This is an optimization exercise on Yosys and OpenROAD, whose aim is small area, a short achievable clock period and few clock cycles per item, not a production implementation. No functional check of the RTL was part of any run shown here. Power and IR drop assume default switching activity.

[flow/standard.sh]
#!/bin/bash
# synth_recipe.tcl (not shown) runs the flow's synth.tcl, then flattens the netlist and writes it again
# the make line also repeats each setting of config.mk as NAME=value (left out here)
make -C /OpenROAD-flow-scripts/flow DESIGN_CONFIG=/design/flow/config.mk WORK_HOME=/design/flow/orfs CLKGATE_MAP_FILE= SYNTH_SCRIPT=/design/flow/synth_recipe.tcl "${@:-finish}"
[flow/flow/run.sh]
#!/bin/bash
# The standard layout (standard.sh), with a few extra ORFS settings read
# from flow/knobs.txt, one NAME=value per line: the resizer's setup repair
# aims for extra slack and the port buffers use a plain buffer cell. The
# clock, constraints and synthesis are the standard flow's own, unchanged.
set -euo pipefail
args=()
while IFS= read -r line; do
  [[ -n "$line" ]] && args+=("$line")
done < "$(dirname "$0")/knobs.txt"
bash standard.sh "${args[@]}" finish > flow_make.log 2>&1
[flow/config.mk]
export PLATFORM = sky130hd
export DESIGN_NAME = page_buffer_lru_replacement
export DESIGN_NICKNAME = page_buffer_lru_replacement
export VERILOG_FILES = /design/flow/design.v
export SDC_FILE = /design/flow/constraint.sdc
export NUM_CORES = 4
export LEC_CHECK = 0
export CAP_MARGIN = 20
export CORE_MARGIN = 2
export CORE_UTILIZATION = 40
export PLACE_DENSITY = 0.6
export SLEW_MARGIN = 20
[flow/design.v]
package pblru_pkg;
    localparam int BUFFER_SLOTS = 16;
    localparam int SLOT_W       = $clog2(BUFFER_SLOTS);
    localparam int SLOT_FIELD_W = 4;
    localparam int PAGE_W       = 16;
    localparam int CMD_W        = 2;
    localparam int CFG_W        = 5;
    localparam int APB_ADDR_W   = 3;
    localparam int APB_DATA_W   = 32;
    localparam logic [APB_ADDR_W-1:0] ADDR_SLOTS_IN_USE = 3'd0;
    localparam logic [CFG_W-1:0]      SLOTS_IN_USE_RST  = 5'd16;
    localparam logic [CMD_W-1:0] OP_ACCESS = 2'd0;
    localparam logic [CMD_W-1:0] OP_CREATE = 2'd1;
    localparam logic [CMD_W-1:0] OP_DROP   = 2'd2;
    localparam logic [CMD_W-1:0] OP_FLUSH  = 2'd3;
endpackage
import pblru_pkg::*;
module pblru_ctrl
(
    input  logic              clk,
    input  logic              rst_n,
    input  logic              in_valid,
    output logic              in_ready,
    input  logic [CMD_W-1:0]  in_cmd,
    input  logic [PAGE_W-1:0] in_page_id,
    input  logic              done,        
    output logic              cmd_valid,
    output logic [3:0]        cmd_is,      
    output logic [PAGE_W-1:0] cmd_page,
    output logic              load,        
    output logic [PAGE_W-1:0] load_page    
);
    logic              skid_valid_reg;
    logic [CMD_W-1:0]  skid_op_reg;
    logic [PAGE_W-1:0] skid_page_reg;
    logic              main_valid_reg;
    logic [3:0]        main_is_reg;
    logic [CMD_W-1:0]  load_op;
    logic [PAGE_W-1:0] main_page_reg;
    logic              accept;
    logic              main_free;
    assign in_ready  = !skid_valid_reg;
    assign accept    = in_valid && !skid_valid_reg;
    assign main_free = !main_valid_reg || done;
    always_ff @(posedge clk or negedge rst_n) begin
        if (!rst_n) begin
            skid_valid_reg <= 1'b0;
            main_valid_reg <= 1'b0;
        end
        else begin
            if (main_free) begin
                main_valid_reg <= skid_valid_reg || accept;
                skid_valid_reg <= 1'b0;
            end
            else if (accept) begin
                skid_valid_reg <= 1'b1;
            end
        end
    end
    always_ff @(posedge clk) begin
        if (main_free) begin
            main_is_reg   <= 4'b0001 << load_op;
            main_page_reg <= load_page;
        end
        if (!skid_valid_reg) begin
            skid_op_reg   <= in_cmd;
            skid_page_reg <= in_page_id;
        end
    end
    assign load      = main_free;
    assign load_page = skid_valid_reg ? skid_page_reg : in_page_id;
    assign cmd_valid = main_valid_reg;
    assign load_op   = skid_valid_reg ? skid_op_reg : in_cmd;
    assign cmd_is    = main_is_reg;
    assign cmd_page  = main_page_reg;
endmodule
import pblru_pkg::*;
module pblru_dp
(
    input  logic                    clk,
    input  logic                    rst_n,
    input  logic [BUFFER_SLOTS-1:0] active_mask,
    input  logic                    cmd_valid,
    input  logic [3:0]              cmd_is,
    input  logic [PAGE_W-1:0]       cmd_page,
    input  logic                    load,
    input  logic [PAGE_W-1:0]       load_page,
    output logic                    done,
    output logic                    out_valid,
    input  logic                    out_ready,
    output logic                    out_hit,
    output logic [SLOT_FIELD_W-1:0] out_slot,
    output logic [PAGE_W-1:0]       out_page_number,
    output logic                    out_writeback_valid,
    output logic [PAGE_W-1:0]       out_writeback_page,
    output logic                    out_last
);
    localparam int N = BUFFER_SLOTS;
    function automatic [N-1:0] lowest_1h(input [N-1:0] b);
        lowest_1h = b & ~(b - N'(1));
    endfunction
    function automatic [SLOT_W-1:0] enc(input [N-1:0] oh);
        integer i;
        begin
            enc = '0;
            for (i = 0; i < N; i = i + 1) begin
                if (oh[i]) enc = enc | i[SLOT_W-1:0];
            end
        end
    endfunction
    logic [N-1:0]             slot_valid_reg;
    logic [N-1:0][PAGE_W-1:0] slot_page_reg;
    logic [N-1:0][N-1:0]      newer_reg;       
    logic [PAGE_W-1:0]        next_new_page_reg;
    logic [N-1:0]             page_eq_reg;
    logic [N-1:0]             page_eq_next;
    logic [N-1:0]             page_we;
    logic                    out_valid_reg;
    logic                    out_hit_reg;
    logic [SLOT_FIELD_W-1:0] out_slot_reg;
    logic [PAGE_W-1:0]       out_page_reg;
    logic                    out_wbv_reg;
    logic [PAGE_W-1:0]       out_wbp_reg;
    logic                    out_last_reg;
    logic          exec;
    logic          flushing_reg;                
    logic          is_access, is_create, is_drop, is_flush;
    logic [N-1:0]  occ, match, hit_1h, empty, empty_1h, lru_1h, victim_1h;
    logic [N-1:0]  use_1h, use_now, wb_sel, slot_sel, flush_rest;
    logic          hit, has_empty, place, do_use;
    logic [PAGE_W-1:0] new_page, sel_page;
    logic [N-1:0][N-1:0] older;                
    assign is_access = !flushing_reg && cmd_is[OP_ACCESS];
    assign is_create = !flushing_reg && cmd_is[OP_CREATE];
    assign is_drop   = !flushing_reg && cmd_is[OP_DROP];
    assign is_flush  = flushing_reg || cmd_is[OP_FLUSH];
    assign exec = (cmd_valid || flushing_reg) && (!out_valid_reg || out_ready);
    always_comb begin
        for (int i = 0; i < N; i++) begin
            for (int j = 0; j < N; j++) begin
                if (i < j)      older[i][j] = !newer_reg[i][j];
                else if (i > j) older[i][j] = newer_reg[j][i];
                else            older[i][j] = 1'b1;
            end
        end
    end
    always_comb begin
        occ   = slot_valid_reg & active_mask;
        empty = ~slot_valid_reg & active_mask;
        for (int i = 0; i < N; i++) begin
            match[i]  = occ[i] && page_eq_reg[i];
            lru_1h[i] = occ[i];
            for (int j = 0; j < N; j++) begin
                if (j != i) lru_1h[i] = lru_1h[i] && (!occ[j] || older[i][j]);
            end
        end
    end
    assign hit       = |match;
    assign hit_1h    = lowest_1h(match);
    assign has_empty = |empty;
    assign empty_1h  = lowest_1h(empty);
    assign victim_1h = has_empty ? empty_1h : lru_1h;
    assign place     = is_create || (is_access && !hit);
    assign do_use    = is_create || is_access;
    assign use_1h    = (is_access && hit) ? hit_1h : victim_1h;
    assign use_now   = (exec && do_use) ? use_1h : '0;
    assign new_page  = is_create ? next_new_page_reg : cmd_page;
    assign flush_rest = occ & ~lowest_1h(occ);
    assign done       = cmd_valid && !flushing_reg && (!out_valid_reg || out_ready);
    assign wb_sel   = is_flush ? lowest_1h(occ)
                               : ((place && !has_empty) ? lru_1h : '0);
    assign slot_sel = is_flush ? lowest_1h(occ)
                               : ((is_drop || (is_access && hit)) ? hit_1h : victim_1h);
    always_comb begin
        sel_page = '0;
        for (int i = 0; i < N; i++) begin
            sel_page = sel_page | (slot_page_reg[i] & {PAGE_W{wb_sel[i]}});
        end
    end
    assign page_we = (exec && place) ? victim_1h : '0;
    always_comb begin
        for (int i = 0; i < N; i++) begin
            page_eq_next[i] = (cmd_valid && place && victim_1h[i]) ? (new_page == load_page)
                                         : (slot_page_reg[i] == load_page);
        end
    end
    always_ff @(posedge clk or negedge rst_n) begin
        if (!rst_n) begin
            slot_valid_reg    <= '0;
            next_new_page_reg <= '0;
            out_valid_reg     <= 1'b0;
            flushing_reg      <= 1'b0;
        end
        else begin
            if (exec) begin
                if (is_flush)   slot_valid_reg <= flush_rest | (slot_valid_reg & ~active_mask);
                else if (is_drop) slot_valid_reg <= slot_valid_reg & ~match;
                else if (place) slot_valid_reg <= slot_valid_reg | victim_1h;
                if (is_create) next_new_page_reg <= next_new_page_reg + PAGE_W'(1);
                flushing_reg <= is_flush && (flush_rest != '0);
            end
            out_valid_reg <= exec || (out_valid_reg && !out_ready);
        end
    end
    always_ff @(posedge clk) begin
        for (int i = 0; i < N; i++) begin
            if (page_we[i]) slot_page_reg[i] <= new_page;
            for (int j = i + 1; j < N; j++) begin
                newer_reg[i][j] <= use_now[i] || (newer_reg[i][j] && !use_now[j]);
            end
        end
        if (load) page_eq_reg <= page_eq_next;
        if (exec) begin
            out_hit_reg  <= !is_flush && !place && hit;
            out_slot_reg <= enc(slot_sel);
            out_page_reg <= is_flush ? sel_page : new_page;
            out_wbv_reg  <= is_flush ? (occ != '0) : (place && !has_empty);
            out_wbp_reg  <= sel_page;
            out_last_reg <= !is_flush || (flush_rest == '0);
        end
    end
    assign out_valid           = out_valid_reg;
    assign out_hit             = out_hit_reg;
    assign out_slot            = out_slot_reg;
    assign out_page_number     = out_page_reg;
    assign out_writeback_valid = out_wbv_reg;
    assign out_writeback_page  = out_wbp_reg;
    assign out_last            = out_last_reg;
endmodule
import pblru_pkg::*;
module page_buffer_lru_replacement
(
    input  logic                  clk,
    input  logic                  rst_n,
    input  logic                  psel,
    input  logic                  penable,
    input  logic                  pwrite,
    input  logic [APB_ADDR_W-1:0] paddr,
    input  logic [APB_DATA_W-1:0] pwdata,
    output logic [APB_DATA_W-1:0] prdata,
    output logic                  pready,
    input  logic                  in_valid,
    output logic                  in_ready,
    input  logic [CMD_W-1:0]      in_cmd,
    input  logic [PAGE_W-1:0]     in_page_id,
    output logic                  out_valid,
    input  logic                  out_ready,
    output logic                  out_hit,
    output logic [SLOT_FIELD_W-1:0] out_slot,
    output logic [PAGE_W-1:0]     out_page_number,
    output logic                  out_writeback_valid,
    output logic [PAGE_W-1:0]     out_writeback_page,
    output logic                  out_last
);
    logic [CFG_W-1:0]        slots_in_use_reg, slots_in_use_next;
    logic [CFG_W-1:0]        prdata_reg;
    logic [BUFFER_SLOTS-1:0] active_mask;
    logic [BUFFER_SLOTS-2:0] active_hi_reg, active_hi_next;
    logic                    cfg_write;
    logic                    done;
    logic                    cmd_valid;
    logic [3:0]              cmd_is;
    logic [PAGE_W-1:0]       cmd_page;
    logic                    load;
    logic [PAGE_W-1:0]       load_page;
    assign pready    = 1'b1;
    assign cfg_write = psel && penable && pwrite && (paddr == ADDR_SLOTS_IN_USE);
    assign slots_in_use_next = cfg_write ? pwdata[CFG_W-1:0] : slots_in_use_reg;
    assign prdata            = APB_DATA_W'(prdata_reg);
    always_ff @(posedge clk or negedge rst_n) begin
        if (!rst_n) begin
            slots_in_use_reg <= SLOTS_IN_USE_RST;
            active_hi_reg    <= '1;
            prdata_reg       <= '0;
        end
        else begin
            if (cfg_write) begin
                slots_in_use_reg <= pwdata[CFG_W-1:0];
                active_hi_reg    <= active_hi_next;
            end
            prdata_reg <= (paddr == ADDR_SLOTS_IN_USE) ? slots_in_use_next : '0;
        end
    end
    always_comb begin
        for (int i = 1; i < BUFFER_SLOTS; i++) begin
            active_hi_next[i-1] = (i < int'(pwdata[CFG_W-1:0]));
        end
    end
    assign active_mask = {active_hi_reg, 1'b1};
    pblru_ctrl u_ctrl (
        .clk        (clk),
        .rst_n      (rst_n),
        .in_valid   (in_valid),
        .in_ready   (in_ready),
        .in_cmd     (in_cmd),
        .in_page_id (in_page_id),
        .done       (done),
        .cmd_valid  (cmd_valid),
        .cmd_is     (cmd_is),
        .cmd_page   (cmd_page),
        .load       (load),
        .load_page  (load_page)
    );
    pblru_dp u_dp (
        .clk                 (clk),
        .rst_n               (rst_n),
        .active_mask         (active_mask),
        .cmd_valid           (cmd_valid),
        .cmd_is              (cmd_is),
        .cmd_page            (cmd_page),
        .load                (load),
        .load_page           (load_page),
        .done                (done),
        .out_valid           (out_valid),
        .out_ready           (out_ready),
        .out_hit             (out_hit),
        .out_slot            (out_slot),
        .out_page_number     (out_page_number),
        .out_writeback_valid (out_writeback_valid),
        .out_writeback_page  (out_writeback_page),
        .out_last            (out_last)
    );
endmodule
[flow/flow/knobs.txt]
SETUP_SLACK_MARGIN=7.0
BUFFER_PORTS_ARGS=-buffer_cell sky130_fd_sc_hd__buf_2
[flow/constraint.sdc]
create_clock -name core_clock -period 11.0 [get_ports {clk}]
set_input_delay 2.2000 -clock core_clock [delete_from_list [all_inputs] [get_ports {clk}]]
set_output_delay 2.2000 -clock core_clock [all_outputs]
set_load 0.01 [all_outputs]
==> results of run 1 <==
[routing by layer]
metal / vias to the layer above / wire length (um) / track usage [%]
li1: 9620 / - / -
met1: 11400 / 43100 / 40.0
met2: 1517 / 53800 / 52.0
met3: 411 / 9900 / 5.20
met4: 2 / 9600 / 21.5
met5: - / 13 / 0
[power by group]
group          leakage, nW  internal (W)  switching [W]
Combinational         5.44      0.000887        0.00200
Sequential            4.99       0.00279       0.000410
Clock                0.983       0.00122       0.000867
[timing repair]
item / in CTS / in global routing
pin swaps: 5 / 2
endpoints found under the setup margin: 386 / 72
setup buffers: 18 / 2
resized for setup: 20 / 16
gates cloned: 3 / 0
[critical path, cell delays in order, from the launching register on]
cell and delay [ns]:
sky130_fd_sc_hd__dfstp_2 0.69, sky130_fd_sc_hd__nand2_1 0.47, sky130_fd_sc_hd__nor2_1 0.53, sky130_fd_sc_hd__a2111o_1 0.25
sky130_fd_sc_hd__nor4_4 0.04, sky130_fd_sc_hd__buf_4 0.26, sky130_fd_sc_hd__a21o_1 0.32, sky130_fd_sc_hd__a221oi_1 0.45
sky130_fd_sc_hd__o311ai_0 0.19, sky130_fd_sc_hd__or4_1 0.56
[worst paths after layout]
kind | depth (start not counted) | end | slack (ns)
hold / removal | 2 | u_dp.newer_reg[137] | 0.47
hold reg to reg | 2 | u_dp.newer_reg[137] | 0.47
min in group asynchronous | 2 | u_dp.next_new_page_reg[9] | 1.73
setup reg to reg | 9 | u_dp.out_slot_reg[0] | 6.96
max in group asynchronous | 2 | u_dp.slot_valid_reg[1] | 8.53
setup / recovery | 9 | u_dp.out_slot_reg[0] | 6.96
[placed cells by master (no fill, tap or decap), types with 16 or more instances in the layout]
cell type / instances
sky130_fd_sc_hd__inv_1: 59
sky130_fd_sc_hd__buf_2: 78
sky130_fd_sc_hd__nand4_1: 73
sky130_fd_sc_hd__a21oi_1: 62
sky130_fd_sc_hd__nor3_1: 16
sky130_fd_sc_hd__a31oi_1: 20
sky130_fd_sc_hd__xnor2_1: 218
sky130_fd_sc_hd__nand3_1: 85
sky130_fd_sc_hd__mux2i_1: 44
sky130_fd_sc_hd__nor2b_1: 16
sky130_fd_sc_hd__o21ai_0: 70
sky130_fd_sc_hd__nor4_1: 62
sky130_fd_sc_hd__conb_1: 28
sky130_fd_sc_hd__nor2_1: 97
sky130_fd_sc_hd__a22o_1: 28
sky130_fd_sc_hd__mux2i_2: 16
sky130_fd_sc_hd__dfrtp_1: 44
sky130_fd_sc_hd__a21o_1: 80
sky130_fd_sc_hd__o2bb2ai_1: 19
sky130_fd_sc_hd__edfxtp_1: 331
sky130_fd_sc_hd__dfxtp_1: 138
sky130_fd_sc_hd__buf_4: 76
sky130_fd_sc_hd__a221oi_1: 46
sky130_fd_sc_hd__nand2_1: 183
sky130_fd_sc_hd__xor2_1: 69
sky130_fd_sc_hd__a22oi_1: 172
sky130_fd_sc_hd__o22ai_1: 28
sky130_fd_sc_hd__or4_1: 16
sky130_fd_sc_hd__clkbuf_16: 59
sky130_fd_sc_hd__a221o_1: 22
[through the flow]
stage	area, um2	cells	setup WS, ns	hold WS, ns
3_3_place_gp	28800	3363	5.03	0.445
5_1_grt	31300	3498	6.98	0.483
3_5_place_dp	28800	3363	4.91	0.454
4_1_cts	31200	3495	6.99	0.463
2_1_floorplan	27700	2534	6.68	0.435
6_report	31300	3498	6.96	0.468
[logic make-up (layout without fill, tap and decap cells)]
kind of cell | count (synthesis) | in the layout | synth area share, %
buffers and inverters | 251 | 341 | 4.15
AOI/OAI and AO/OA | 682 | 682 | 18.3
muxes | 65 | 65 | 2.40
and+or+nand+nor | 688 | 689 | 13.7
other | 2 | 28 | 0.0274
DFF | 530 | 530 | 52.0
xor gates and xnor gates | 287 | 287 | 9.18
adders and majority gates | 3 | 3 | 0.119
[final cells by class]
cell class,instances,area [um2]
Fill cell,6317,36200
Sequential cell,530,14300
Tap cell,873,1090
Clock buffer,84,1670
Timing Repair inverter,2,10.0
Inverter,60,229
Timing Repair Buffer,168,1210
Clock inverter,27,357
Multi-Input combinational cell,1754,12500
==> results by group, run 1 <==
Status
  – Status: no timing/DRC/antenna violations

Setup path
  – Worst flop-to-flop path startpoint: active_hi_reg[5]
  – Data arrival, critical path: 4.39 ns
  – Critical path startpoint: active_hi_reg[5]
  – Setup CP Type: reg -> reg
  – Kind of start point of the critical path: flip-flop
  – Highest net fanout along the worst path: 17
  – Endpoint class of the critical path: flip-flop
  – Req. time, crit path: between 10 and 15 ns

Timing
  – # setup viols final: 0
  – Max Slew Vio Count: 0
  – Final setup TNS: 0 ns
  – Total count of hold-check failures in the final report: 0
  – Shortest clock period the worst path allows after layout: 4.04 ns
  – Share of the clock period used by the worst path: 36.8%
  – Highest Clock Rate: between 200 and 250 MHz
  – Slew at the pin closest to its max-slew limit: 1.09 ns
  – Rel. slew slack: 27.5%
  – Worst Clk Skew: 0.0525 ns
  – Setup repair after global routing missed its margin: yes

Clocking
  – TritonCTS clock tree: yes
  – CTS hold repair buffers: 0
  – Clock root buffer: sky130_fd_sc_hd__clkbuf_16
  – Number of buffers created by CTS: 59
  – Number of buffers between clock root and the deepest sink: 3
  – Sinks on the clock net: 530
  – Number of H-tree levels: 2
  – Clock edge transition at the registers on the reported setup and hold paths: 0.06 ns
  – Source-to-sink clock delay at the later pin of the worst-skew pair: 0.65 ns

Placed design
  – Count of port buffers added during placement: 78
  – Final estimated routing congestion in global placement: 1.06
  – Post-detailed-placement half-perimeter wirelength: 84.9 mm

Die
  – Number of rows created at floorplan: 95
  – Starting utilization of the core area: between 40% and 50%
  – I/O pin total: 134
  – Area enclosed by the die boundary: 70600 um2
  – Width of the die: 266 um
  – Vertical die dimension: 266 um
  – Core area: 67500 um2

Yosys
  – Most frequently used cell type in the post-synthesis netlist: sky130_fd_sc_hd__edfxtp_1
  – Number of cells produced by synthesis: roughly 2500
  – Fraction of synthesis flops using an asynchronous set or reset pin: 11.5%
  – Area of the mapped netlist: ~27000 um2
  – Commonest cells in the netlist: 331 x sky130_fd_sc_hd__edfxtp_1, 218 x sky130_fd_sc_hd__xnor2_1, 185 x sky130_fd_sc_hd__nand2_1, 172 x sky130_fd_sc_hd__a22oi_1, 138 x sky130_fd_sc_hd__dfxtp_1
  – Unique cell type count in the Yosys netlist: 85
  – Area share of the largest cell type after synthesis: a little over a third
  – Count of yosys warnings during synthesis: 3
  – Register area share after synthesis: 52.0%
  – Flip-flop and latch count after synthesis: 530
  – Avg Synthesized Cell Area: around 11 um2
  – Most area-hungry cell type in the Yosys netlist: sky130_fd_sc_hd__edfxtp_1
  – Cells taking the most area after synthesis: sky130_fd_sc_hd__edfxtp_1 36%, sky130_fd_sc_hd__dfxtp_1 10%, sky130_fd_sc_hd__xnor2_1 7.0%
  – Count of flip-flops with a built-in enable after synthesis: 331
  – Primary flip-flop cell chosen by synthesis mapping: sky130_fd_sc_hd__edfxtp_1

Worst hold path
  – HP Start: u_dp.newer_reg[137]
  – Class of the most critical hold timing path: reg -> reg

Drt
  – Antenna Violating Nets Remaining: 0
  – DRC Markers: 0
  – Routed via count divided by cell count: 6.57
  – Number of vias after detailed routing: roughly 23000
  – Initial drt markers: 3442
  – Post-DR wirelength/cell: approximately 33 um
  – 1st-pass router iterations: 10
  – Total wire length after detailed routing: 116 mm

Final layout
  – Layout Utilization: 46.4%
  – Layout cell share with drive strength beyond 1: 15.4%
  – Max reg flops: ~260
  – Diode insertion count for antenna repair: 0
  – Area growth from synthesis to final layout: 14.4%
  – Final layout net count: around 2600

Power and ir drop
  – Total power density per cell area: approximately 260 nW/um2
  – Leakage power summed over all cells: approximately 11 nW
  – Worst IR Drop VDD: 0.000163 V
  – Overall power of the completed layout: 0.00817 W

Global routing
  – Total routing usage reported by global routing: approximately a third
  – Number of antenna violations at the first check in global routing: 1
  – Overall overflow remaining after global route: 0
  – Pin count of the biggest net entering global routing: 62
  – Number of global-route vias before repair: 22000
  – Wire length of the first global-routing pass: about 160 mm

Flow run
  – Number of maximum-capacitance constraint violations: 0
==> inputs of run 2 (changes only) <==
--- a/flow/design.v
+++ b/flow/design.v
@@ -125,9 +125,9 @@
     logic          exec;
     logic          flushing_reg;                
     logic          is_access, is_create, is_drop, is_flush;
-    logic [N-1:0]  occ, match, hit_1h, empty, empty_1h, lru_1h, victim_1h;
-    logic [N-1:0]  use_1h, use_now, wb_sel, slot_sel, flush_rest;
-    logic          hit, has_empty, place, do_use;
+    logic [N-1:0]  occ, match, hit_1h, flush_1h, victim_1h;
+    logic [N-1:0]  use_1h, use_now, clr_now, wb_sel, slot_sel, flush_rest;
+    logic          hit, evict, place, do_use;
     logic [PAGE_W-1:0] new_page, sel_page;
     logic [N-1:0][N-1:0] older;                
     assign is_access = !flushing_reg && cmd_is[OP_ACCESS];
@@ -146,30 +146,31 @@
     end
     always_comb begin
         occ   = slot_valid_reg & active_mask;
-        empty = ~slot_valid_reg & active_mask;
         for (int i = 0; i < N; i++) begin
-            match[i]  = occ[i] && page_eq_reg[i];
-            lru_1h[i] = occ[i];
+            match[i]     = occ[i] && page_eq_reg[i];
+            victim_1h[i] = active_mask[i];
             for (int j = 0; j < N; j++) begin
-                if (j != i) lru_1h[i] = lru_1h[i] && (!occ[j] || older[i][j]);
+                if (j != i) victim_1h[i] = victim_1h[i] && (!active_mask[j] || older[i][j]);
             end
         end
     end
     assign hit       = |match;
     assign hit_1h    = lowest_1h(match);
-    assign has_empty = |empty;
-    assign empty_1h  = lowest_1h(empty);
-    assign victim_1h = has_empty ? empty_1h : lru_1h;
+    assign evict     = |(victim_1h & slot_valid_reg);
+    assign flush_1h  = lowest_1h(occ);
     assign place     = is_create || (is_access && !hit);
     assign do_use    = is_create || is_access;
     assign use_1h    = (is_access && hit) ? hit_1h : victim_1h;
     assign use_now   = (exec && do_use) ? use_1h : '0;
+    assign clr_now   = !exec   ? '0
+                     : is_flush ? flush_1h
+                     : is_drop  ? match : '0;
     assign new_page  = is_create ? next_new_page_reg : cmd_page;
-    assign flush_rest = occ & ~lowest_1h(occ);
+    assign flush_rest = occ & ~flush_1h;
     assign done       = cmd_valid && !flushing_reg && (!out_valid_reg || out_ready);
-    assign wb_sel   = is_flush ? lowest_1h(occ)
-                               : ((place && !has_empty) ? lru_1h : '0);
-    assign slot_sel = is_flush ? lowest_1h(occ)
+    assign wb_sel   = is_flush ? flush_1h
+                               : ((place && evict) ? victim_1h : '0);
+    assign slot_sel = is_flush ? flush_1h
                                : ((is_drop || (is_access && hit)) ? hit_1h : victim_1h);
     always_comb begin
         sel_page = '0;
@@ -190,6 +191,7 @@
             next_new_page_reg <= '0;
             out_valid_reg     <= 1'b0;
             flushing_reg      <= 1'b0;
+            newer_reg         <= '0;
         end
         else begin
             if (exec) begin
@@ -200,21 +202,25 @@
                 flushing_reg <= is_flush && (flush_rest != '0);
             end
             out_valid_reg <= exec || (out_valid_reg && !out_ready);
+            for (int i = 0; i < N; i++) begin
+                for (int j = i + 1; j < N; j++) begin
+                    newer_reg[i][j] <= use_now[i]
+                                       || (!use_now[j] && !clr_now[i]
+                                           && (clr_now[j] ? slot_valid_reg[i] : newer_reg[i][j]));
+                end
+            end
         end
     end
     always_ff @(posedge clk) begin
         for (int i = 0; i < N; i++) begin
             if (page_we[i]) slot_page_reg[i] <= new_page;
-            for (int j = i + 1; j < N; j++) begin
-                newer_reg[i][j] <= use_now[i] || (newer_reg[i][j] && !use_now[j]);
-            end
         end
         if (load) page_eq_reg <= page_eq_next;
         if (exec) begin
             out_hit_reg  <= !is_flush && !place && hit;
             out_slot_reg <= enc(slot_sel);
             out_page_reg <= is_flush ? sel_page : new_page;
-            out_wbv_reg  <= is_flush ? (occ != '0) : (place && !has_empty);
+            out_wbv_reg  <= is_flush ? (occ != '0) : (place && evict);
             out_wbp_reg  <= sel_page;
             out_last_reg <= !is_flush || (flush_rest == '0);
         end
==> results by group, run 2 <==
Status
  – Status: no timing/DRC/antenna violations

Clocking
  – TritonCTS clock tree: yes
  – Number of H-tree levels: 2
  – Source-to-sink clock delay at the later pin of the worst-skew pair: between 0.6 and 0.7 ns
  – Sinks on the clock net: between 500 and 600
  – Number of buffers between clock root and the deepest sink: 3
  – Clock root buffer: sky130_fd_sc_hd__clkbuf_16
  – Clock edge transition at the registers on the reported setup and hold paths: 0.06 ns
  – Number of buffers created by CTS: 60

Worst hold path
  – Class of the most critical hold timing path: reg -> reg
  – Cell depth of the worst min-delay path: 1

Timing
  – Rel. slew slack: between 10% and 20%
  – Setup repair after global routing missed its margin: yes
  – Final setup TNS: 0 ns
  – Slew at the pin closest to its max-slew limit: 1.20 ns
  – Share of the clock period used by the worst path: 37.4%
  – Worst hold margin: just under 0.5 ns
  – Highest Clock Rate: 243 MHz
  – Total count of hold-check failures in the final report: 0
  – Shortest clock period the worst path allows after layout: 4.11 ns
  – PnR worst setup slack: 6.89 ns
  – Worst Clk Skew: approximately 0.027 ns
  – # setup viols final: 0
  – Max Slew Vio Count: 0

Setup path
  – Worst r2r path cells: 7
  – Kind of start point of the critical path: input port
  – Req. time, crit path: about 11 ns
  – Setup CP Type: in -> reg
  – Data arrival, critical path: about 4.4 ns
  – Highest net fanout along the worst path: 21
  – Endpoint class of the critical path: flip-flop

Drt
  – Initial drt markers: about 4100
  – DRC Markers: 0
  – Post-DR wirelength/cell: approximately 34 um
  – Antenna Violating Nets Remaining: 0
  – Number of vias after detailed routing: 24500
  – Routed via count divided by cell count: 6.64
  – Total wire length after detailed routing: around 130 mm
  – 1st-pass router iterations: 7

Final layout
  – Most common cell after layout, fill and taps aside: sky130_fd_sc_hd__edfxtp_1
  – Most used cells in the layout excluding fill and tap cells: 331 x sky130_fd_sc_hd__edfxtp_1, 283 x sky130_fd_sc_hd__xnor2_1, 204 x sky130_fd_sc_hd__nand2_1, 165 x sky130_fd_sc_hd__dfrtp_1
  – Multi-input combinational cell area: roughly 13000 um2
  – Count of filler cells inserted in the layout: 6644
  – Final layout net count: ~2800
  – Max reg flops: 256
  – Area growth from synthesis to final layout: 13.1%
  – Post-route cell area: 32800 um2
  – Area occupied by registers: 14800 um2
  – Diode insertion count for antenna repair: 0
  – Layout cell share with drive strength beyond 1: 14.2%

Yosys
  – Area of the mapped netlist: 29000 um2
  – Area share of the largest cell type after synthesis: 34.3%
  – Avg Synthesized Cell Area: 11.0 um2
  – Flip-flop and latch count after synthesis: 530
  – Adder-cell share of the synthesized area: less than 1%
  – Share of synthesized area spent on multiplexers: 6.41%
  – Unique cell type count in the Yosys netlist: 90
  – Most area-hungry cell type in the Yosys netlist: sky130_fd_sc_hd__edfxtp_1
  – Most frequently used cell type in the post-synthesis netlist: sky130_fd_sc_hd__edfxtp_1
  – Primary flip-flop cell chosen by synthesis mapping: sky130_fd_sc_hd__edfxtp_1
  – Compound-gate portion of the synthesized area: 16.2%
  – Register area share after synthesis: between 50% and 60%
  – Count of flip-flops with a built-in enable after synthesis: about 330
  – Largest family of logic cells by synthesized area: compound AO/OA/AOI/OAI gates
  – Cells taking the most area after synthesis: sky130_fd_sc_hd__edfxtp_1 34%, sky130_fd_sc_hd__dfrtp_1 14%, sky130_fd_sc_hd__xnor2_1 8.5%
  – Commonest cells in the netlist: 331 x sky130_fd_sc_hd__edfxtp_1, 283 x sky130_fd_sc_hd__xnor2_1, 204 x sky130_fd_sc_hd__nand2_1, 178 x sky130_fd_sc_hd__mux2i_1, 165 x sky130_fd_sc_hd__dfrtp_1
  – Post-Synth Simple-Gate Area: 13.0%
  – Number of cells produced by synthesis: approximately 2600
  – Synthesized-area fraction occupied by xor and xnor cells: about 8.7%
  – Fraction of synthesis flops using an asynchronous set or reset pin: 34.2%
  – Count of yosys warnings during synthesis: 3

Die
  – Starting utilization of the core area: between 40% and 50%
  – I/O pin total: 134
  – Width of the die: about 270 um
  – Vertical die dimension: between 200 and 300 um
  – Number of rows created at floorplan: 98
  – Core area: 71600 um2
  – Area enclosed by the die boundary: approximately 75000 um2

Placed design
  – Post-detailed-placement half-perimeter wirelength: 89.4 mm
  – Final estimated routing congestion in global placement: ~1.0
  – Post-placement cell area: a little over 30000 um2
  – Worst setup slack before clock tree synthesis: 6.05 ns
  – Count of port buffers added during placement: 78

Power and ir drop
  – Worst IR Drop VDD: 0.000150 V
  – Total power density per cell area: 256 nW/um2
  – Leakage power summed over all cells: 12.1 nW

Global routing
  – Wire length of the first global-routing pass: about 180 mm
  – Overall overflow remaining after global route: 0
  – Total routing usage reported by global routing: between 30% and 40%
  – Pin count of the biggest net entering global routing: 113
  – Number of antenna violations at the first check in global routing: 2
  – Number of global-route vias before repair: between 20000 and 25000

Flow run
  – Number of maximum-capacitance constraint violations: 0
==> run 2: metrics by stage <==
step	utilization, %	total power [W]	std cells
6_report	45.8	0.00841	3694
5_1_grt	45.8	0.00867	3694
4_1_cts	45.7	0.00828	3690
3_5_place_dp	42.8	0.00616	3574
3_3_place_gp	42.8	0.00613	3573
2_1_floorplan	-	0.00480	2672
==> run 2: worst max-delay path: stages <==
cell and delay [ns]:
sky130_fd_sc_hd__buf_2 0.08, sky130_fd_sc_hd__nand2b_1 0.12, sky130_fd_sc_hd__o21ai_2 0.06, sky130_fd_sc_hd__buf_4 0.25, sky130_fd_sc_hd__nor3_2 0.16, sky130_fd_sc_hd__buf_6 0.26
sky130_fd_sc_hd__o21ai_4 0.08, sky130_fd_sc_hd__buf_4 0.32, sky130_fd_sc_hd__nor2_2 0.83
==> run 2: layout make-up <==
class | count | share of cell area, %
Clock inverter | 40 | 1.26
Sequential cell | 530 | 45.2
Tap cell | 950 | 3.62
Timing Repair Buffer | 165 | 3.32
Clock buffer | 74 | 4.95
Inverter | 74 | 0.846
Multi-Input combinational cell | 1861 | 40.8
==> run 2: what timing repair did <==
item,CTS,global route
gates resized for setup,15,9
hold buffers,0,0
pin swaps,2,3
endpoints found under the setup margin,234,115
buffers inserted,2,2
cloned,0,1
==> run 2: per-layer routing <==
layer  vias up  GRT usage (%)  share of wire [%]
li1      10100              -                  -
met1     12200           43.0                 38
met2      1784           52.8                 46
met3       426           5.50                 10
met4         2           17.1                6.3
met5         -              0             0.0040
==> run 2: path summary, 6_finish.rpt <==
check | startpoint | end | slack (ns)
setup / recovery | out_ready | u_dp.slot_page_reg[154] | 6.89
min in group asynchronous | rst_n | slots_in_use_reg[3] | 1.67
hold reg to reg | u_dp.next_new_page_reg[15] | u_dp.next_new_page_reg[15] | 0.48
max in group asynchronous | rst_n | u_dp.next_new_page_reg[0] | 7.68
setup reg to reg | u_dp.slot_valid_reg[1] | u_dp.slot_page_reg[154] | 7.03
hold / removal | u_dp.next_new_page_reg[15] | u_dp.next_new_page_reg[15] | 0.48
==> run 2: power breakdown <==
part	internal (W)	switching (W)	total [W]
Combinational	0.00101	0.00206	0.00307
Sequential	0.00271	0.000510	0.00322
Clock	0.00121	0.000902	0.00211
==> run 2: kinds of logic after synthesis <==
logic type | after synthesis
AOI/OAI and AO/OA | 630
DFF | 530
and+or+nand+nor | 726
buffers and inverters | 282
adders and majority gates | 4
xor gates and xnor gates | 287
muxes | 185
other | 2
==> inputs of run 3 (changes only) <==
--- a/flow/design.v
+++ b/flow/design.v
@@ -30,6 +30,9 @@
     output logic              load,        
     output logic [PAGE_W-1:0] load_page    
 );
+    logic              in_valid_reg;
+    logic [CMD_W-1:0]  in_op_reg;
+    logic [PAGE_W-1:0] in_page_reg;
     logic              skid_valid_reg;
     logic [CMD_W-1:0]  skid_op_reg;
     logic [PAGE_W-1:0] skid_page_reg;
@@ -37,40 +40,49 @@
     logic [3:0]        main_is_reg;
     logic [CMD_W-1:0]  load_op;
     logic [PAGE_W-1:0] main_page_reg;
-    logic              accept;
     logic              main_free;
-    assign in_ready  = !skid_valid_reg;
-    assign accept    = in_valid && !skid_valid_reg;
+    assign in_ready  = !(in_valid_reg && skid_valid_reg);
     assign main_free = !main_valid_reg || done;
     always_ff @(posedge clk or negedge rst_n) begin
         if (!rst_n) begin
+            in_valid_reg   <= 1'b0;
             skid_valid_reg <= 1'b0;
             main_valid_reg <= 1'b0;
         end
         else begin
             if (main_free) begin
-                main_valid_reg <= skid_valid_reg || accept;
-                skid_valid_reg <= 1'b0;
+                main_valid_reg <= skid_valid_reg || in_valid_reg;
+                skid_valid_reg <= skid_valid_reg && in_valid_reg;
             end
-            else if (accept) begin
-                skid_valid_reg <= 1'b1;
+            else begin
+                skid_valid_reg <= skid_valid_reg || in_valid_reg;
+            end
+            if (in_ready) begin
+                in_valid_reg <= in_valid;
+            end
+            else if (main_free) begin
+                in_valid_reg <= 1'b0;
             end
         end
     end
     always_ff @(posedge clk) begin
+        if (in_ready) begin
+            in_op_reg   <= in_cmd;
+            in_page_reg <= in_page_id;
+        end
         if (main_free) begin
             main_is_reg   <= 4'b0001 << load_op;
             main_page_reg <= load_page;
         end
-        if (!skid_valid_reg) begin
-            skid_op_reg   <= in_cmd;
-            skid_page_reg <= in_page_id;
+        if (!skid_valid_reg || main_free) begin
+            skid_op_reg   <= in_op_reg;
+            skid_page_reg <= in_page_reg;
         end
     end
     assign load      = main_free;
-    assign load_page = skid_valid_reg ? skid_page_reg : in_page_id;
+    assign load_page = skid_valid_reg ? skid_page_reg : in_page_reg;
+    assign load_op   = skid_valid_reg ? skid_op_reg : in_op_reg;
     assign cmd_valid = main_valid_reg;
-    assign load_op   = skid_valid_reg ? skid_op_reg : in_cmd;
     assign cmd_is    = main_is_reg;
     assign cmd_page  = main_page_reg;
 endmodule
@@ -114,7 +126,10 @@
     logic [PAGE_W-1:0]        next_new_page_reg;
     logic [N-1:0]             page_eq_reg;
     logic [N-1:0]             page_eq_next;
-    logic [N-1:0]             page_we;
+    logic [N-1:0]             use_pend_reg;     
+    logic                     place_pend_reg;   
+    logic [PAGE_W-1:0]        page_pend_reg;
+    logic [N-1:0]             page_pend_1h;
     logic                    out_valid_reg;
     logic                    out_hit_reg;
     logic [SLOT_FIELD_W-1:0] out_slot_reg;
@@ -125,9 +140,9 @@
     logic          exec;
     logic          flushing_reg;                
     logic          is_access, is_create, is_drop, is_flush;
-    logic [N-1:0]  occ, match, hit_1h, flush_1h, victim_1h;
-    logic [N-1:0]  use_1h, use_now, clr_now, wb_sel, slot_sel, flush_rest;
-    logic          hit, evict, place, do_use;
+    logic [N-1:0]  occ, occ_old, wb_sel_tab, match, hit_1h, empty, empty_1h, lru_1h, victim_1h;
+    logic [N-1:0]  use_1h, use_now, wb_sel, slot_sel, flush_rest;
+    logic          hit, has_empty, place, do_use;
     logic [PAGE_W-1:0] new_page, sel_page;
     logic [N-1:0][N-1:0] older;                
     assign is_access = !flushing_reg && cmd_is[OP_ACCESS];
@@ -145,44 +160,47 @@
         end
     end
     always_comb begin
-        occ   = slot_valid_reg & active_mask;
+        occ     = slot_valid_reg & active_mask;
+        occ_old = occ & ~use_pend_reg;
+        empty   = ~slot_valid_reg & active_mask;
         for (int i = 0; i < N; i++) begin
-            match[i]     = occ[i] && page_eq_reg[i];
-            victim_1h[i] = active_mask[i];
+            match[i]  = occ[i] && page_eq_reg[i];
+            lru_1h[i] = occ_old[i];
             for (int j = 0; j < N; j++) begin
-                if (j != i) victim_1h[i] = victim_1h[i] && (!active_mask[j] || older[i][j]);
+                if (j != i) lru_1h[i] = lru_1h[i] && (!occ_old[j] || older[i][j]);
             end
+            if (occ_old == '0) lru_1h[i] = occ[i];
         end
     end
     assign hit       = |match;
     assign hit_1h    = lowest_1h(match);
-    assign evict     = |(victim_1h & slot_valid_reg);
-    assign flush_1h  = lowest_1h(occ);
+    assign has_empty = |empty;
+    assign empty_1h  = lowest_1h(empty);
+    assign victim_1h = has_empty ? empty_1h : lru_1h;
     assign place     = is_create || (is_access && !hit);
     assign do_use    = is_create || is_access;
     assign use_1h    = (is_access && hit) ? hit_1h : victim_1h;
     assign use_now   = (exec && do_use) ? use_1h : '0;
-    assign clr_now   = !exec   ? '0
-                     : is_flush ? flush_1h
-                     : is_drop  ? match : '0;
     assign new_page  = is_create ? next_new_page_reg : cmd_page;
-    assign flush_rest = occ & ~flush_1h;
+    assign flush_rest = occ & ~lowest_1h(occ);
     assign done       = cmd_valid && !flushing_reg && (!out_valid_reg || out_ready);
-    assign wb_sel   = is_flush ? flush_1h
-                               : ((place && evict) ? victim_1h : '0);
-    assign slot_sel = is_flush ? flush_1h
+    assign wb_sel   = is_flush ? lowest_1h(occ)
+                               : ((place && !has_empty) ? lru_1h : '0);
+    assign slot_sel = is_flush ? lowest_1h(occ)
                                : ((is_drop || (is_access && hit)) ? hit_1h : victim_1h);
+    assign page_pend_1h = place_pend_reg ? use_pend_reg : '0;
+    assign wb_sel_tab   = wb_sel & ~page_pend_1h;
     always_comb begin
-        sel_page = '0;
+        sel_page = page_pend_reg & {PAGE_W{|(wb_sel & page_pend_1h)}};
         for (int i = 0; i < N; i++) begin
-            sel_page = sel_page | (slot_page_reg[i] & {PAGE_W{wb_sel[i]}});
+            sel_page = sel_page | (slot_page_reg[i] & {PAGE_W{wb_sel_tab[i]}});
         end
     end
-    assign page_we = (exec && place) ? victim_1h : '0;
     always_comb begin
         for (int i = 0; i < N; i++) begin
             page_eq_next[i] = (cmd_valid && place && victim_1h[i]) ? (new_page == load_page)
-                                         : (slot_page_reg[i] == load_page);
+                            : page_pend_1h[i] ? (page_pend_reg == load_page)
+                            : (slot_page_reg[i] == load_page);
         end
     end
     always_ff @(posedge clk or negedge rst_n) begin
@@ -191,7 +209,8 @@
             next_new_page_reg <= '0;
             out_valid_reg     <= 1'b0;
             flushing_reg      <= 1'b0;
-            newer_reg         <= '0;
+            use_pend_reg      <= '0;
+            place_pend_reg    <= 1'b0;
         end
         else begin
             if (exec) begin
@@ -202,25 +221,24 @@
                 flushing_reg <= is_flush && (flush_rest != '0);
             end
             out_valid_reg <= exec || (out_valid_reg && !out_ready);
-            for (int i = 0; i < N; i++) begin
-                for (int j = i + 1; j < N; j++) begin
-                    newer_reg[i][j] <= use_now[i]
-                                       || (!use_now[j] && !clr_now[i]
-                                           && (clr_now[j] ? slot_valid_reg[i] : newer_reg[i][j]));
-                end
-            end
+            use_pend_reg   <= use_now;
+            place_pend_reg <= exec && place;
         end
     end
     always_ff @(posedge clk) begin
         for (int i = 0; i < N; i++) begin
-            if (page_we[i]) slot_page_reg[i] <= new_page;
+            if (page_pend_1h[i]) slot_page_reg[i] <= page_pend_reg;
+            for (int j = i + 1; j < N; j++) begin
+                newer_reg[i][j] <= use_pend_reg[i] || (newer_reg[i][j] && !use_pend_reg[j]);
+            end
         end
         if (load) page_eq_reg <= page_eq_next;
+        page_pend_reg <= new_page;
         if (exec) begin
             out_hit_reg  <= !is_flush && !place && hit;
             out_slot_reg <= enc(slot_sel);
             out_page_reg <= is_flush ? sel_page : new_page;
-            out_wbv_reg  <= is_flush ? (occ != '0) : (place && evict);
+            out_wbv_reg  <= is_flush ? (occ != '0) : (place && !has_empty);
             out_wbp_reg  <= sel_page;
             out_last_reg <= !is_flush || (flush_rest == '0);
         end
==> results by group, run 3 <==
Clocking
  – Number of buffers between clock root and the deepest sink: 3
  – Clock root buffer: sky130_fd_sc_hd__clkbuf_16
  – Clock edge transition at the registers on the reported setup and hold paths: 0.06 ns
  – TritonCTS clock tree: yes
  – Number of H-tree levels: 3
  – CTS hold repair buffers: 0
  – Number of buffers created by CTS: just under 70
  – Sinks on the clock net: a little under 600
  – Source-to-sink clock delay at the later pin of the worst-skew pair: 0.64 ns

Yosys
  – Fraction of synthesis flops using an asynchronous set or reset pin: 13.6%
  – Primary flip-flop cell chosen by synthesis mapping: sky130_fd_sc_hd__edfxtp_1
  – Area of the mapped netlist: 29000 um2
  – Flip-flop and latch count after synthesis: 582
  – Number of cells produced by synthesis: around 2600
  – Avg Synthesized Cell Area: 11.0 um2
  – Register area share after synthesis: 54.3%
  – Count of yosys warnings during synthesis: 3
  – Commonest cells in the netlist: 367 x sky130_fd_sc_hd__edfxtp_1, 203 x sky130_fd_sc_hd__nand2_1, 199 x sky130_fd_sc_hd__xnor2_1, 136 x sky130_fd_sc_hd__dfxtp_1, 128 x sky130_fd_sc_hd__nor2_1
  – Unique cell type count in the Yosys netlist: 111
  – Most frequently used cell type in the post-synthesis netlist: sky130_fd_sc_hd__edfxtp_1
  – Cells taking the most area after synthesis: sky130_fd_sc_hd__edfxtp_1 38%, sky130_fd_sc_hd__dfxtp_1 9.4%, sky130_fd_sc_hd__xnor2_1 6.0%
  – Most area-hungry cell type in the Yosys netlist: sky130_fd_sc_hd__edfxtp_1
  – Area share of the largest cell type after synthesis: 38.0%
  – Count of flip-flops with a built-in enable after synthesis: about 370

Final layout
  – Most common cell after layout, fill and taps aside: sky130_fd_sc_hd__edfxtp_1
  – Area growth from synthesis to final layout: 16.3%
  – Most used cells in the layout excluding fill and tap cells: 367 x sky130_fd_sc_hd__edfxtp_1, 200 x sky130_fd_sc_hd__nand2_1, 199 x sky130_fd_sc_hd__xnor2_1, 136 x sky130_fd_sc_hd__dfxtp_1, 125 x sky130_fd_sc_hd__nor2_1
  – Count of filler cells inserted in the layout: 6618
  – Multi-input combinational cell area: 12800 um2
  – Area occupied by registers: 15800 um2
  – Final layout net count: 2805
  – Layout cell share with drive strength beyond 1: between 10% and 20%
  – Post-route cell area: 33700 um2
  – Max reg flops: 256

Global routing
  – Number of global-route vias before repair: ~23000
  – Number of antenna violations at the first check in global routing: 1
  – Wire length of the first global-routing pass: 158 mm
  – Total routing usage reported by global routing: 28.9%
  – Overall overflow remaining after global route: 0
  – Pin count of the biggest net entering global routing: slightly below 90

Drt
  – Antenna Violating Nets Remaining: 0
  – Post-DR wirelength/cell: 29.2 um
  – Total wire length after detailed routing: approximately 110 mm
  – Number of vias after detailed routing: 23600
  – Routed via count divided by cell count: 6.29
  – Initial drt markers: 2902
  – 1st-pass router iterations: 6
  – DRC Markers: 0

Timing
  – Share of the clock period used by the worst path: 36.3%
  – Worst hold margin: 0.487 ns
  – Max Slew Vio Count: 0
  – # setup viols final: 0
  – Final setup TNS: 0 ns
  – Setup repair after global routing missed its margin: yes
  – Slew at the pin closest to its max-slew limit: 1.15 ns
  – PnR worst setup slack: 7.00 ns
  – Highest Clock Rate: about 250 MHz
  – Total count of hold-check failures in the final report: 0
  – Rel. slew slack: 22.7%
  – Worst Clk Skew: 0.0287 ns
  – Shortest clock period the worst path allows after layout: 4.00 ns

Placed design
  – Count of port buffers added during placement: 78
  – Worst setup slack before clock tree synthesis: 5.81 ns
  – Post-detailed-placement half-perimeter wirelength: ~77 mm
  – Post-placement cell area: just over 30000 um2
  – Final estimated routing congestion in global placement: around 1

Setup path
  – Kind of start point of the critical path: flip-flop
  – Highest net fanout along the worst path: 16
  – Endpoint class of the critical path: flip-flop
  – Req. time, crit path: 11.48 ns
  – Setup CP Type: reg -> reg
  – Data arrival, critical path: between 4 and 5 ns

Die
  – Starting utilization of the core area: 40.5%
  – I/O pin total: 134
  – Area enclosed by the die boundary: 74700 um2
  – Number of rows created at floorplan: 98
  – Width of the die: ~270 um
  – Vertical die dimension: 273 um
  – Core area: 71600 um2

Power and ir drop
  – Worst IR Drop VDD: 0.000210 V
  – Leakage power summed over all cells: approximately 13 nW
  – Overall power of the completed layout: 0.00937 W
  – Total power density per cell area: 278 nW/um2

Worst hold path
  – Class of the most critical hold timing path: reg -> reg

Status
  – Status: no timing/DRC/antenna violations

Flow run
  – Number of maximum-capacitance constraint violations: 0
-- run 3: cell type report --
class / instances / area share [%]
Sequential cell: 582 / 46.8
Antenna cell: 1 / 0.00742
Timing Repair Buffer: 188 / 3.78
Multi-Input combinational cell: 1799 / 38.0
Tap cell: 950 / 3.52
Timing Repair inverter: 1 / 0.0223
Inverter: 103 / 1.17
Clock inverter: 40 / 1.24
Clock buffer: 86 / 5.43
-- run 3: worst max-delay path, cell delays in order, from the launching register on --
cell and delay, ns:
sky130_fd_sc_hd__dfrtp_1 0.59, sky130_fd_sc_hd__nand2b_1 0.18, sky130_fd_sc_hd__nor2b_1 0.33, sky130_fd_sc_hd__nand4_1 0.43
sky130_fd_sc_hd__nor3_1 0.60, sky130_fd_sc_hd__o211ai_1 0.29, sky130_fd_sc_hd__a21o_1 0.24, sky130_fd_sc_hd__buf_4 0.21
sky130_fd_sc_hd__o21ai_1 0.40, sky130_fd_sc_hd__a2111oi_4 0.11, sky130_fd_sc_hd__and3_1 0.26, sky130_fd_sc_hd__a31oi_1 0.19
-- run 3: what timing repair did --
item,4_1_cts,5_1_grt
cloned,1,1
buffers inserted,35,18
setup endpoints to repair,62,36
pin swaps,9,11
resized for setup,96,49
-- run 3: kinds of logic after synthesis --
| family | after synthesis | synth area share (%) |
|---|---|---|
| xor gates and xnor gates | 303 | 9.15 |
| muxes | 32 | 1.16 |
| and+or+nand+nor | 786 | 14.4 |
| buffers and inverters | 287 | 4.48 |
| AOI/OAI and AO/OA | 647 | 16.3 |
| adders and majority gates | 3 | 0.112 |
| other | 2 | 0.0259 |
| DFF | 582 | 54.3 |
-- run 3: through the flow --
stage,std cells,utilization [%]
after floorplan,2668,-
after global placement,3567,42.4
after detailed placement,3567,42.4
after CTS,3729,46.6
after global routing,3750,47.1
final,3750,47.1
-- run 3: final timing paths --
kind                                        start                         to  slack (ns)  cells past startpoint
min in group asynchronous                   rst_n  u_dp.next_new_page_reg[6]        1.43                      1
hold reg to reg                 u_dp.newer_reg[1]          u_dp.newer_reg[1]        0.49                      1
setup / recovery           u_dp.slot_valid_reg[9]      u_dp.out_page_reg[10]        7.00                     11
hold / removal                  u_dp.newer_reg[1]          u_dp.newer_reg[1]        0.49                      1
max in group asynchronous                   rst_n      u_ctrl.skid_valid_reg        8.31                      2
setup reg to reg           u_dp.slot_valid_reg[9]      u_dp.out_page_reg[10]        7.00                     11
-- run 3: layer usage --
metal  part of all wire, %  vias up  global-route usage (%)
li1                      -    10100                       -
met5                     0        -                       0
met1                    39    11700                    36.5
met4                   6.3        0                    16.3
met2                    47     1469                    47.1
met3                   8.3      359                    4.67
-- run 3: report_power, final --
| group | internal, W | switching (W) |
|---|---|---|
| clock | 0.00134 | 0.000971 |
| sequential | 0.00305 | 0.000604 |
| combinational | 0.00123 | 0.00218 |
==> inputs of run 4 (changes only) <==
--- a/flow/design.v
+++ b/flow/design.v
@@ -128,7 +128,6 @@
     logic [N-1:0]             page_eq_next;
     logic [N-1:0]             use_pend_reg;     
     logic                     place_pend_reg;   
-    logic [PAGE_W-1:0]        page_pend_reg;
     logic [N-1:0]             page_pend_1h;
     logic                    out_valid_reg;
     logic                    out_hit_reg;
@@ -169,7 +168,7 @@
             for (int j = 0; j < N; j++) begin
                 if (j != i) lru_1h[i] = lru_1h[i] && (!occ_old[j] || older[i][j]);
             end
-            if (occ_old == '0) lru_1h[i] = occ[i];
+            if (i == 0) lru_1h[i] = lru_1h[i] || !active_mask[1];
         end
     end
     assign hit       = |match;
@@ -191,7 +190,7 @@
     assign page_pend_1h = place_pend_reg ? use_pend_reg : '0;
     assign wb_sel_tab   = wb_sel & ~page_pend_1h;
     always_comb begin
-        sel_page = page_pend_reg & {PAGE_W{|(wb_sel & page_pend_1h)}};
+        sel_page = out_page_reg & {PAGE_W{|(wb_sel & page_pend_1h)}};
         for (int i = 0; i < N; i++) begin
             sel_page = sel_page | (slot_page_reg[i] & {PAGE_W{wb_sel_tab[i]}});
         end
@@ -199,7 +198,7 @@
     always_comb begin
         for (int i = 0; i < N; i++) begin
             page_eq_next[i] = (cmd_valid && place && victim_1h[i]) ? (new_page == load_page)
-                            : page_pend_1h[i] ? (page_pend_reg == load_page)
+                            : page_pend_1h[i] ? (out_page_reg == load_page)
                             : (slot_page_reg[i] == load_page);
         end
     end
@@ -227,13 +226,12 @@
     end
     always_ff @(posedge clk) begin
         for (int i = 0; i < N; i++) begin
-            if (page_pend_1h[i]) slot_page_reg[i] <= page_pend_reg;
+            if (page_pend_1h[i]) slot_page_reg[i] <= out_page_reg;
             for (int j = i + 1; j < N; j++) begin
                 newer_reg[i][j] <= use_pend_reg[i] || (newer_reg[i][j] && !use_pend_reg[j]);
             end
         end
         if (load) page_eq_reg <= page_eq_next;
-        page_pend_reg <= new_page;
         if (exec) begin
             out_hit_reg  <= !is_flush && !place && hit;
             out_slot_reg <= enc(slot_sel);
==> results by group, run 4 <==
Die
  – I/O pin total: around 130
  – Area enclosed by the die boundary: 77300 um2
  – Number of rows created at floorplan: 100
  – Vertical die dimension: about 280 um
  – Width of the die: ~280 um
  – Starting utilization of the core area: 40.4%
  – Core area: between 70000 and 80000 um2

Power and ir drop
  – Total power density per cell area: ~290 nW/um2
  – Worst IR Drop VDD: 0.000156 V
  – Leakage power summed over all cells: between 10 and 15 nW

Final layout
  – Layout cell share with drive strength beyond 1: 14.9%
  – Final layout net count: approximately 3000
  – Count of filler cells inserted in the layout: 6986
  – Area growth from synthesis to final layout: 14.5%
  – Post-route cell area: around 34000 um2
  – Max reg flops: 256
  – Most used cells in the layout excluding fill and tap cells: 367 x sky130_fd_sc_hd__edfxtp_1, 182 x sky130_fd_sc_hd__xor2_1, 177 x sky130_fd_sc_hd__nand2_1, 121 x sky130_fd_sc_hd__xnor2_1, 120 x sky130_fd_sc_hd__dfxtp_1
  – Most common cell after layout, fill and taps aside: sky130_fd_sc_hd__edfxtp_1
  – Layout Utilization: between 40% and 50%

Yosys
  – Number of cells produced by synthesis: 2800
  – Cells taking the most area after synthesis: sky130_fd_sc_hd__edfxtp_1 37%, sky130_fd_sc_hd__dfxtp_1 8.0%, sky130_fd_sc_hd__xor2_1 5.3%
  – Area of the mapped netlist: approximately 30000 um2
  – Fraction of synthesis flops using an asynchronous set or reset pin: about 14%
  – Avg Synthesized Cell Area: between 10 and 15 um2
  – Area share of the largest cell type after synthesis: a little under two fifths
  – Most area-hungry cell type in the Yosys netlist: sky130_fd_sc_hd__edfxtp_1
  – Count of yosys warnings during synthesis: 3
  – Register area share after synthesis: 51.3%
  – Count of flip-flops with a built-in enable after synthesis: 367
  – Flip-flop and latch count after synthesis: 566
  – Primary flip-flop cell chosen by synthesis mapping: sky130_fd_sc_hd__edfxtp_1
  – Most frequently used cell type in the post-synthesis netlist: sky130_fd_sc_hd__edfxtp_1
  – Commonest cells in the netlist: 367 x sky130_fd_sc_hd__edfxtp_1, 182 x sky130_fd_sc_hd__xor2_1, 178 x sky130_fd_sc_hd__nand2_1, 150 x sky130_fd_sc_hd__clkbuf_1, 121 x sky130_fd_sc_hd__xnor2_1
  – Unique cell type count in the Yosys netlist: 90

Placed design
  – Count of port buffers added during placement: 78
  – Final estimated routing congestion in global placement: 1.00
  – Post-placement cell area: 31700 um2
  – Post-detailed-placement half-perimeter wirelength: 94.2 mm

Clocking
  – CTS hold repair buffers: 0
  – TritonCTS clock tree: yes
  – Clock edge transition at the registers on the reported setup and hold paths: 0.06 ns
  – Source-to-sink clock delay at the later pin of the worst-skew pair: 0.63 ns
  – Number of buffers between clock root and the deepest sink: 3
  – Clock root buffer: sky130_fd_sc_hd__clkbuf_16
  – Sinks on the clock net: around 570
  – Number of H-tree levels: 3
  – Number of buffers created by CTS: 68

Timing
  – Highest Clock Rate: 243 MHz
  – Worst Clk Skew: 0.0257 ns
  – Total count of hold-check failures in the final report: 0
  – Shortest clock period the worst path allows after layout: 4.12 ns
  – Setup repair after global routing missed its margin: no
  – Final setup TNS: 0 ns
  – Rel. slew slack: 23.5%
  – Max Slew Vio Count: 0
  – Share of the clock period used by the worst path: a little under two fifths
  – Slew at the pin closest to its max-slew limit: 1.14 ns
  – # setup viols final: 0

Drt
  – DRC Markers: 0
  – Total wire length after detailed routing: 128 mm
  – Antenna Violating Nets Remaining: 0
  – Routed via count divided by cell count: ~6.7
  – Initial drt markers: between 4000 and 5000
  – Number of vias after detailed routing: 25900
  – Post-DR wirelength/cell: 33.0 um
  – 1st-pass router iterations: 10

Global routing
  – Pin count of the biggest net entering global routing: 66
  – Wire length of the first global-routing pass: ~180 mm
  – Overall overflow remaining after global route: 0
  – Total routing usage reported by global routing: about 33%
  – Number of global-route vias before repair: between 20000 and 25000
  – Number of antenna violations at the first check in global routing: 2

Setup path
  – Data arrival, critical path: 4.58 ns
  – Kind of start point of the critical path: flip-flop
  – Req. time, crit path: 11.46 ns
  – Highest net fanout along the worst path: 14
  – Setup CP Type: reg -> reg
  – Endpoint class of the critical path: flip-flop

Worst hold path
  – Class of the most critical hold timing path: reg -> reg

Flow run
  – Number of maximum-capacitance constraint violations: 0

Status
  – Status: no timing/DRC/antenna violations
## run 4: cell types whose count changed after synthesis, moves of 25 or more
cell	change
sky130_fd_sc_hd__xnor2_1	-78
sky130_fd_sc_hd__xor2_1	+78
sky130_fd_sc_hd__a22oi_1	+71
sky130_fd_sc_hd__clkbuf_1	+63
sky130_fd_sc_hd__nor3_1	+47
sky130_fd_sc_hd__buf_2	-38
sky130_fd_sc_hd__o21ai_0	-36
sky130_fd_sc_hd__nor4bb_1	+35
sky130_fd_sc_hd__a222oi_1	+31
sky130_fd_sc_hd__buf_1	+27
sky130_fd_sc_hd__nand2_1	-25
## run 4: cell type report
cell class                 count  area [um2]  share of cell area (%)
sequential                   566       15400                    44.8
inverter                     117         465                    1.35
timing repair buffer         192        1330                    3.87
clock inverter                36         295                   0.858
tap                          969        1210                    3.52
clock buffer                  89        1880                    5.47
multi-input combinational   1916       13800                    40.1
antenna                        1        2.50                 0.00727
## run 4: path summary, 6_finish.rpt
path                                       from                     to  slack, ns  depth (start not counted)
max                        u_dp.use_pend_reg[9]   u_dp.out_wbp_reg[15]       6.88                          8
min                         u_dp.newer_reg[141]    u_dp.newer_reg[141]       0.48                          1
max reg2reg                u_dp.use_pend_reg[9]   u_dp.out_wbp_reg[15]       6.88                          8
min reg2reg                 u_dp.newer_reg[141]    u_dp.newer_reg[141]       0.48                          1
max in group asynchronous                 rst_n  u_ctrl.skid_valid_reg       8.27                          2
min in group asynchronous                 rst_n    slots_in_use_reg[1]       1.44                          1
## run 4: power breakdown
group	total (W)	switching, W	internal (W)
Sequential	0.00358	0.000571	0.00301
Combinational	0.00403	0.00268	0.00135
Clock	0.00225	0.000964	0.00129
Total	0.00986	0.00421	0.00565
## run 4: layer usage
layer,share of wire [%],GRT usage (%),vias to the layer above
li1,-,-,10900
met1,40,43.4,12900
met2,45,51.3,1761
met3,9.2,5.48,315
met4,5.9,16.1,2
met5,0.0070,0,-
## run 4: stage by stage
stage / instances / setup slack, ns / total power (W) / hold slack, ns
floorplan: 2826 / 7.10 / 0.00566 / 0.426
global placement: 3727 / 5.84 / 0.00735 / 0.449
detailed placement: 3728 / 5.84 / 0.00737 / 0.461
CTS: 3881 / 6.89 / 0.00974 / 0.475
global route: 3885 / 6.99 / 0.0102 / 0.502
finish: 3886 / 6.88 / 0.00986 / 0.479
## run 4: cell families (layout without fill, tap and decap cells)
logic type	after synthesis	in the layout	share of synthesized area (%)
and+or+nand+nor	818	818	15.2
AOI/OAI and AO/OA	714	714	18.1
DFF	566	566	51.3
buffers and inverters	344	434	4.73
xor gates and xnor gates	303	303	8.83
muxes	49	49	1.69
adders and majority gates	4	4	0.142
other	2	29	0.0250
## run 4: critical path, stage by stage (launching register included)
cell	delay (ns)
sky130_fd_sc_hd__dfrtp_1	0.85
sky130_fd_sc_hd__and3b_2	0.38
sky130_fd_sc_hd__a22oi_1	0.36
sky130_fd_sc_hd__o2111ai_1	0.24
sky130_fd_sc_hd__nor4_4	0.70
sky130_fd_sc_hd__nand2_2	0.38
sky130_fd_sc_hd__o2111ai_1	0.50
sky130_fd_sc_hd__o21ai_0	0.32
sky130_fd_sc_hd__nand3_1	0.23
## run 4: what timing repair did
| item | in CTS | in global routing |
|---|---|---|
| resized for setup | 36 | 25 |
| setup buffers | 28 | 4 |
| endpoints found under the hold margin | 0 | 0 |
| pin swaps | 9 | 5 |
| setup endpoints to repair | 59 | 38 |

==> re-timing with driven ports <==
No port has a modelled driver above. Below, the same layouts with a new extraction and two added sets of constraints. Step 1 (the two cells are an assumption about what drives the block):
set clk [get_ports {clk}]
set_driving_cell -lib_cell sky130_fd_sc_hd__clkbuf_16 $clk
set_driving_cell -lib_cell sky130_fd_sc_hd__buf_2 [delete_from_list [all_inputs] $clk]
Step 2 adds t to the input delays and takes it off the output delays; t is the mean of the earliest and latest rising clock arrival at the registers after step 1. Input paths then give back, and output paths get back, about the clock's delay inside the block. a / b / c = ideal / step 1 / step 2; a / b = the first two.
run | t (ns) | setup WS [ns] | hold slack, ns
run 1 | 0.696 | 6.957 / 6.957 / 6.432 | 0.468 / 0.468 / 0.468
run 2 | 0.726 | 6.887 / 6.914 / 6.189 | 0.481 / 0.481 / 0.481
run 3 | 0.694 | 7.005 / 7.005 / 6.578 | 0.487 / 0.487 / 0.487
run 4 | 0.675 | 6.885 / 6.885 / 6.604 | 0.479 / 0.479 / 0.479
After both steps setup and hold are still met in every run listed. The setup slack of run 2, which loses most, moves by +0.027 ns with the drivers and by -0.698 ns with both steps.
